Context: an optimization exercise on an open-source flow, tuned for small area and a short achievable clock period. The choices shown serve that exercise and are no tape-out recipe.
The RTL was checked by simulation tests, not by an equivalence proof against the original design.
Power figures rest on the tool's default switching activity, not on a simulated workload.

==> v31: inputs <==
==> flow/design.v (excerpt) <==
module ctrl_unit (
    input  logic               clk,
    input  logic               rst,
    input  logic [31:0]        pc,
    input  logic [31:0]        inst,
    input  logic [31:0]        imm,
    input  logic               alu_done,
    input  logic               mem_done,
    input  logic               jump_done,
    input  logic               is_jump,
    output logic               is_en,
    output logic [2:0]         imm_sel,
    output logic               alu_en,
    output logic               mem_en,
    output logic               jump_en,
    output logic [31:0]        pc_ctrl,
    output logic [31:0]        imm_ctrl,
    output logic [5-1:0] rs1_ctrl,
    output logic [5-1:0] rs2_ctrl,
    output logic [4:0]         jump_op,
    output logic [3:0]         alu_op,
    output logic               alu_use_pc,
    output logic               alu_use_imm,
    output logic               mem_we,
    output logic [2:0]         mem_bhw,
    output logic [2:0]         write_sel,
    output logic               reg_write,
    output logic [5-1:0] rd_ctrl
);
export LEC_CHECK = 0
export CAP_MARGIN = 20
export CORE_MARGIN = 2
export CORE_UTILIZATION = 65
export CTS_CLUSTER_DIAMETER = 200
export CTS_CLUSTER_SIZE = 25
export SETUP_SLACK_MARGIN = 1.5
export SLEW_MARGIN = 20
export SYNTH_HIERARCHICAL = 1
export SYNTH_MINIMUM_KEEP_SIZE = 0
create_clock -name core_clock -period 5.0 [get_ports {clk}]
standard.sh (not shown) runs the stock make flow with config.mk's settings and CLKGATE_MAP_FILE= SYNTH_SCRIPT=/design/flow/synth_recipe.tcl, a recipe that flattens the netlist after the stock synthesis.
==> flow/flow/run.sh <==
#!/bin/bash
# Standard layout, with plain buf_1 cells as the port buffers (the default pick is a slow delay buffer).
set -euo pipefail
export BUFFER_PORTS_ARGS="-buffer_cell sky130_fd_sc_hd__buf_1"
bash standard.sh "BUFFER_PORTS_ARGS=$BUFFER_PORTS_ARGS" finish > standard_flow.log 2>&1
==> v37: changes against v31 <==
--- a/flow/design.v
+++ b/flow/design.v
@@ -97,49 +97,14 @@
         endcase
     end
     assign dst  = use_rd  ? inst[11:7]  : '0;
     assign src1 = use_rs1 ? inst[19:15] : '0;
     assign src2 = use_rs2 ? inst[24:20] : '0;
 endmodule
 `timescale 1ns/1ps
-module issue_ctrl (
-    input  logic [31:0]        inst,
-    input  logic               b_a,
-    input  logic               b_m,
-    input  logic               b_j,
-    input  logic [4:0]         dst_a,
-    input  logic [4:0]         dst_m,
-    input  logic [4:0]         dst_j,
-    input  logic               stall,
-    input  logic               flush,
-    output logic               is_en
-);
-    logic [6:0] opc;
-    logic [2:0] f3;
-    logic [6:0] f7;
-    logic [4:0] rd;
-    logic       o6, c_alu, c_ld, c_st, c_br, c_jmp, rdhit, hazard;
-    assign opc = inst[6:0];
-    assign f3  = inst[14:12];
-    assign f7  = inst[31:25];
-    assign rd  = inst[11:7];
-    assign o6  = ~f7[6] & ~(|f7[4:0]);
-    assign c_alu = (opc == 7'b0110011 & o6 & (~f7[5] | f3 == 3'd0 | f3 == 3'd5)) |
-                   (opc == 7'b0010011 & (f3 == 3'd1 ? o6 & ~f7[5] : f3 == 3'd5 ? o6 : 1'b1)) |
-                   (opc == 7'b0110111) | (opc == 7'b0010111);
-    assign c_ld  = opc == 7'b0000011 & f3 != 3'd3 & f3 != 3'd6 & f3 != 3'd7;
-    assign c_st  = opc == 7'b0100011 & f3 != 3'd3 & ~f3[2];
-    assign c_br  = opc == 7'b1100011 & f3 != 3'd2 & f3 != 3'd3;
-    assign c_jmp = (opc == 7'b1101111) | (opc == 7'b1100111 & f3 == 3'd0);
-    assign rdhit = (|rd) & ((b_a & (dst_a == rd)) | (b_m & (dst_m == rd)) | (b_j & (dst_j == rd)));
-    assign hazard = (b_a & c_alu) | (b_m & (c_ld | c_st)) | (b_j & (c_br | c_jmp)) |
-                    ((c_alu | c_ld | c_jmp) & rdhit);
-    assign is_en  = flush | (~stall & ~hazard);
-endmodule
-`timescale 1ns/1ps
 module ctrl_unit (
     input  logic               clk,
     input  logic               rst,
     input  logic [31:0]        pc,
     input  logic [31:0]        inst,
     input  logic [31:0]        imm,
     input  logic               alu_done,
@@ -169,14 +134,15 @@
     logic [4:0]         dec_op;
     logic [4:0]         dec_dst, dec_src1, dec_src2;
     inst_decoder u_dec (
         .inst(inst), .fu(dec_fu), .op(dec_op), .dst(dec_dst),
         .src1(dec_src1), .src2(dec_src2), .imm_sel(imm_sel)
     );
     logic       b_a, b_m, b_j;       
+    logic       v_a, v_m, v_j;       
     logic       d_a, d_m, d_j;       
     logic       p_a, p_m, p_j;       
     logic [4:0] dst_a, dst_m, dst_j;
     logic [1:0] t_a1, t_a2;          
     logic [1:0] t_m1, t_m2;          
     logic [1:0] t_j1, t_j2;          
     logic [1:0] w_am, w_ma, w_ja, w_jm;
@@ -230,22 +196,18 @@
     assign c_alu = (opc == 7'b0110011 & o6 & (~f7[5] | f3 == 3'd0 | f3 == 3'd5)) |
                    (opc == 7'b0010011 & (f3 == 3'd1 ? o6 & ~f7[5] : f3 == 3'd5 ? o6 : 1'b1)) |
                    (opc == 7'b0110111) | (opc == 7'b0010111);
     assign c_ld  = opc == 7'b0000011 & f3 != 3'd3 & f3 != 3'd6 & f3 != 3'd7;
     assign c_st  = opc == 7'b0100011 & f3 != 3'd3 & ~f3[2];
     assign c_br  = opc == 7'b1100011 & f3 != 3'd2 & f3 != 3'd3;
     assign c_jmp = (opc == 7'b1101111) | (opc == 7'b1100111 & f3 == 3'd0);
-    assign rdhit = (|rd) & ((b_a & (dst_a == rd)) | (b_m & (dst_m == rd)) | (b_j & (dst_j == rd)));
+    assign rdhit = (v_a & (dst_a == rd)) | (v_m & (dst_m == rd)) | (v_j & (dst_j == rd));
     assign hazard = (b_a & c_alu) | (b_m & (c_ld | c_st)) | (b_j & (c_br | c_jmp)) |
                     ((c_alu | c_ld | c_jmp) & rdhit);
-    issue_ctrl u_issue (
-        .inst(inst), .b_a(b_a), .b_m(b_m), .b_j(b_j),
-        .dst_a(dst_a), .dst_m(dst_m), .dst_j(dst_j),
-        .stall(stall), .flush(flush), .is_en(is_en)
-    );
+    assign is_en  = flush | (~stall & ~hazard);
     assign go     = ~flush & ~stall & ~hazard;
     assign is_a   = go & c_alu;
     assign is_m   = go & (c_ld | c_st);
     assign is_j   = go & (c_br | c_jmp);
     logic src1_nz, src2_nz, dst_nz;
     logic h1_a, h1_m, h1_j, h2_a, h2_m, h2_j;
     assign src1_nz = |dec_src1;
@@ -291,25 +253,29 @@
     assign war_a_n = ~g_m & ((w_am[0] & rm1_h) | (w_am[1] & rm2_h));
     assign war_m_n = ~g_a & ((w_ma[0] & ra1_h) | (w_ma[1] & ra2_h));
     assign war_j_n = (~g_a & ((w_ja[0] & ra1_h) | (w_ja[1] & ra2_h))) |
                      (~g_m & ((w_jm[0] & rm1_h) | (w_jm[1] & rm2_h)));
     always_ff @(posedge clk or posedge rst) begin
         if (rst) begin
             b_a <= 1'b0; b_m <= 1'b0; b_j <= 1'b0;
+            v_a <= 1'b0; v_m <= 1'b0; v_j <= 1'b0;
             d_a <= 1'b0; d_m <= 1'b0; d_j <= 1'b0;
             p_a <= 1'b0; p_m <= 1'b0; p_j <= 1'b0;
             en_a <= 1'b0; en_m <= 1'b0; en_j <= 1'b0;
             use0 <= 1'b0; use1 <= 1'b0;
             el_a <= 1'b0; el_m <= 1'b0; el_j <= 1'b0;
             stall <= 1'b0;
             flush <= 1'b0;
         end else begin
             b_a <= is_a | (b_a & ~g_a);
             b_m <= is_m | (b_m & ~g_m);
             b_j <= is_j | (b_j & ~g_j);
+            v_a <= (is_a & dst_nz) | (v_a & ~g_a);
+            v_m <= (is_m & dst_nz) | (v_m & ~g_m);
+            v_j <= (is_j & dst_nz) | (v_j & ~g_j);
             d_a <= d_a_n;
             d_m <= d_m_n;
             d_j <= d_j_n;
             p_a <= p_a_n;
             p_m <= p_m_n;
             p_j <= p_j_n;
             en_a <= en_a_n;
==> flow/config.mk (replaced) <==
export PLATFORM = sky130hd
export DESIGN_NAME = ctrl_unit
export DESIGN_NICKNAME = ctrl_unit
export VERILOG_FILES = /design/flow/design.v
export SDC_FILE = /design/flow/constraint.sdc
export NUM_CORES = 4
export LEC_CHECK = 0
export CAP_MARGIN = 20
export CORE_MARGIN = 2
export CORE_UTILIZATION = 65
export CTS_CLUSTER_DIAMETER = 60
export CTS_CLUSTER_SIZE = 25
export SETUP_SLACK_MARGIN = 1.5
export SLEW_MARGIN = 20
==> v25: changes against v31 <==
==> flow/flow/run.sh (replaced) <==
#!/bin/bash
# Standard layout (standard.sh, all steps) with two changes:
# * plain buf_1 cells as the port buffers (the default pick is a slow delay buffer);
# * the platform's don't-use list extended with slow wide OR / AOI-style cells,
#   so that mapping and repair build the decode logic from faster gates.
# Registers come out of the standard synthesis unchanged.
set -euo pipefail
export BUFFER_PORTS_ARGS="-buffer_cell sky130_fd_sc_hd__buf_1"
PLATFORM_DONT_USE="sky130_fd_sc_hd__probe_p_8 sky130_fd_sc_hd__probec_p_8 sky130_fd_sc_hd__lpflow_bleeder_1 sky130_fd_sc_hd__lpflow_clkbufkapwr_1 sky130_fd_sc_hd__lpflow_clkbufkapwr_16 sky130_fd_sc_hd__lpflow_clkbufkapwr_2 sky130_fd_sc_hd__lpflow_clkbufkapwr_4 sky130_fd_sc_hd__lpflow_clkbufkapwr_8 sky130_fd_sc_hd__lpflow_clkinvkapwr_1 sky130_fd_sc_hd__lpflow_clkinvkapwr_16 sky130_fd_sc_hd__lpflow_clkinvkapwr_2 sky130_fd_sc_hd__lpflow_clkinvkapwr_4 sky130_fd_sc_hd__lpflow_clkinvkapwr_8 sky130_fd_sc_hd__lpflow_decapkapwr_12 sky130_fd_sc_hd__lpflow_decapkapwr_3 sky130_fd_sc_hd__lpflow_decapkapwr_4 sky130_fd_sc_hd__lpflow_decapkapwr_6 sky130_fd_sc_hd__lpflow_decapkapwr_8 sky130_fd_sc_hd__lpflow_inputiso0n_1 sky130_fd_sc_hd__lpflow_inputiso0p_1 sky130_fd_sc_hd__lpflow_inputiso1n_1 sky130_fd_sc_hd__lpflow_inputiso1p_1 sky130_fd_sc_hd__lpflow_inputisolatch_1 sky130_fd_sc_hd__lpflow_isobufsrc_1 sky130_fd_sc_hd__lpflow_isobufsrc_16 sky130_fd_sc_hd__lpflow_isobufsrc_2 sky130_fd_sc_hd__lpflow_isobufsrc_4 sky130_fd_sc_hd__lpflow_isobufsrc_8 sky130_fd_sc_hd__lpflow_isobufsrckapwr_16 sky130_fd_sc_hd__lpflow_lsbuf_lh_hl_isowell_tap_1 sky130_fd_sc_hd__lpflow_lsbuf_lh_hl_isowell_tap_2 sky130_fd_sc_hd__lpflow_lsbuf_lh_hl_isowell_tap_4 sky130_fd_sc_hd__lpflow_lsbuf_lh_isowell_4 sky130_fd_sc_hd__lpflow_lsbuf_lh_isowell_tap_1 sky130_fd_sc_hd__lpflow_lsbuf_lh_isowell_tap_2 sky130_fd_sc_hd__lpflow_lsbuf_lh_isowell_tap_4"
P=sky130_fd_sc_hd__
SLOW="${P}or3_* ${P}or3b_* ${P}or4_* ${P}or4b_* ${P}or4bb_* ${P}a2111o_* ${P}o41a_* ${P}a311o_* ${P}o311a_* ${P}o2111a_* ${P}a41o_* ${P}nor4_* ${P}nor4b_* ${P}nor4bb_* ${P}a2111oi_* ${P}o41ai_* ${P}and4bb_* ${P}and4b_*"
bash standard.sh "BUFFER_PORTS_ARGS=$BUFFER_PORTS_ARGS" "DONT_USE_CELLS=$PLATFORM_DONT_USE $SLOW" finish > standard_flow.log 2>&1
==> flow/config.mk (replaced) <==
export PLATFORM = sky130hd
export DESIGN_NAME = ctrl_unit
export DESIGN_NICKNAME = ctrl_unit
export VERILOG_FILES = /design/flow/design.v
export SDC_FILE = /design/flow/constraint.sdc
export NUM_CORES = 4
export LEC_CHECK = 0
export CAP_MARGIN = 5
export CORE_MARGIN = 2
export CORE_UTILIZATION = 65
export CTS_CLUSTER_DIAMETER = 200
export CTS_CLUSTER_SIZE = 25
export SETUP_SLACK_MARGIN = 1.7
export SLEW_MARGIN = 5
==> comparison <==
Between v25 and v37, the lower clock skew is in v25 (gap 0.0014 ns).
The highest synthesized cell count belongs to v31, the lowest to v25.
In v37 the routed wire length is larger than in v25, by about 4.3%.
Against v25, the die area of v31 is higher by 4.7%.
The highest cell count belongs to v31, the lowest to v25.
The lowest worst setup slack belongs to v31, the highest to v25.
Final area, lowest first: v25, v37, v31.
Sequential power is about the same in v31 and v25.
In v25 the critical path depth is lower than in v31, by 5.
Via count: v25 < v37 < v31.

what the ideal ports hide:
The flow's constraints put no driver on any port. The routed layouts listed below were extracted and timed again, unchanged, in two steps. Step 1 sets driving cells, clkbuf_16 on the clock port and buf_2 on the other inputs (assumed; they add their load-dependent delay and slew). Step 2 adds t to the input delays and takes it off the output delays; t is the mean of the earliest and latest rising clock arrival at the registers after step 1. Input paths then give back, and output paths get back, about the clock's delay inside the block. Slacks: ideal ports / drivers / drivers and shift; pairs: ideal ports / drivers.
run | t, ns | slack for setup (ns) | worst data-port slew with drivers (ns)
v31 | 0.509 | 1.176 / 1.165 / 0.656 | 0.06
v37 | 0.515 | 1.437 / 1.417 / 1.294 | 0.06
v25 | 0.499 | 1.694 / 1.664 / 1.537 | 0.07
After both steps setup and hold are still met in every run listed. The setup slack of v31, which loses most, moves by -0.011 ns with the drivers and by -0.520 ns with both steps.
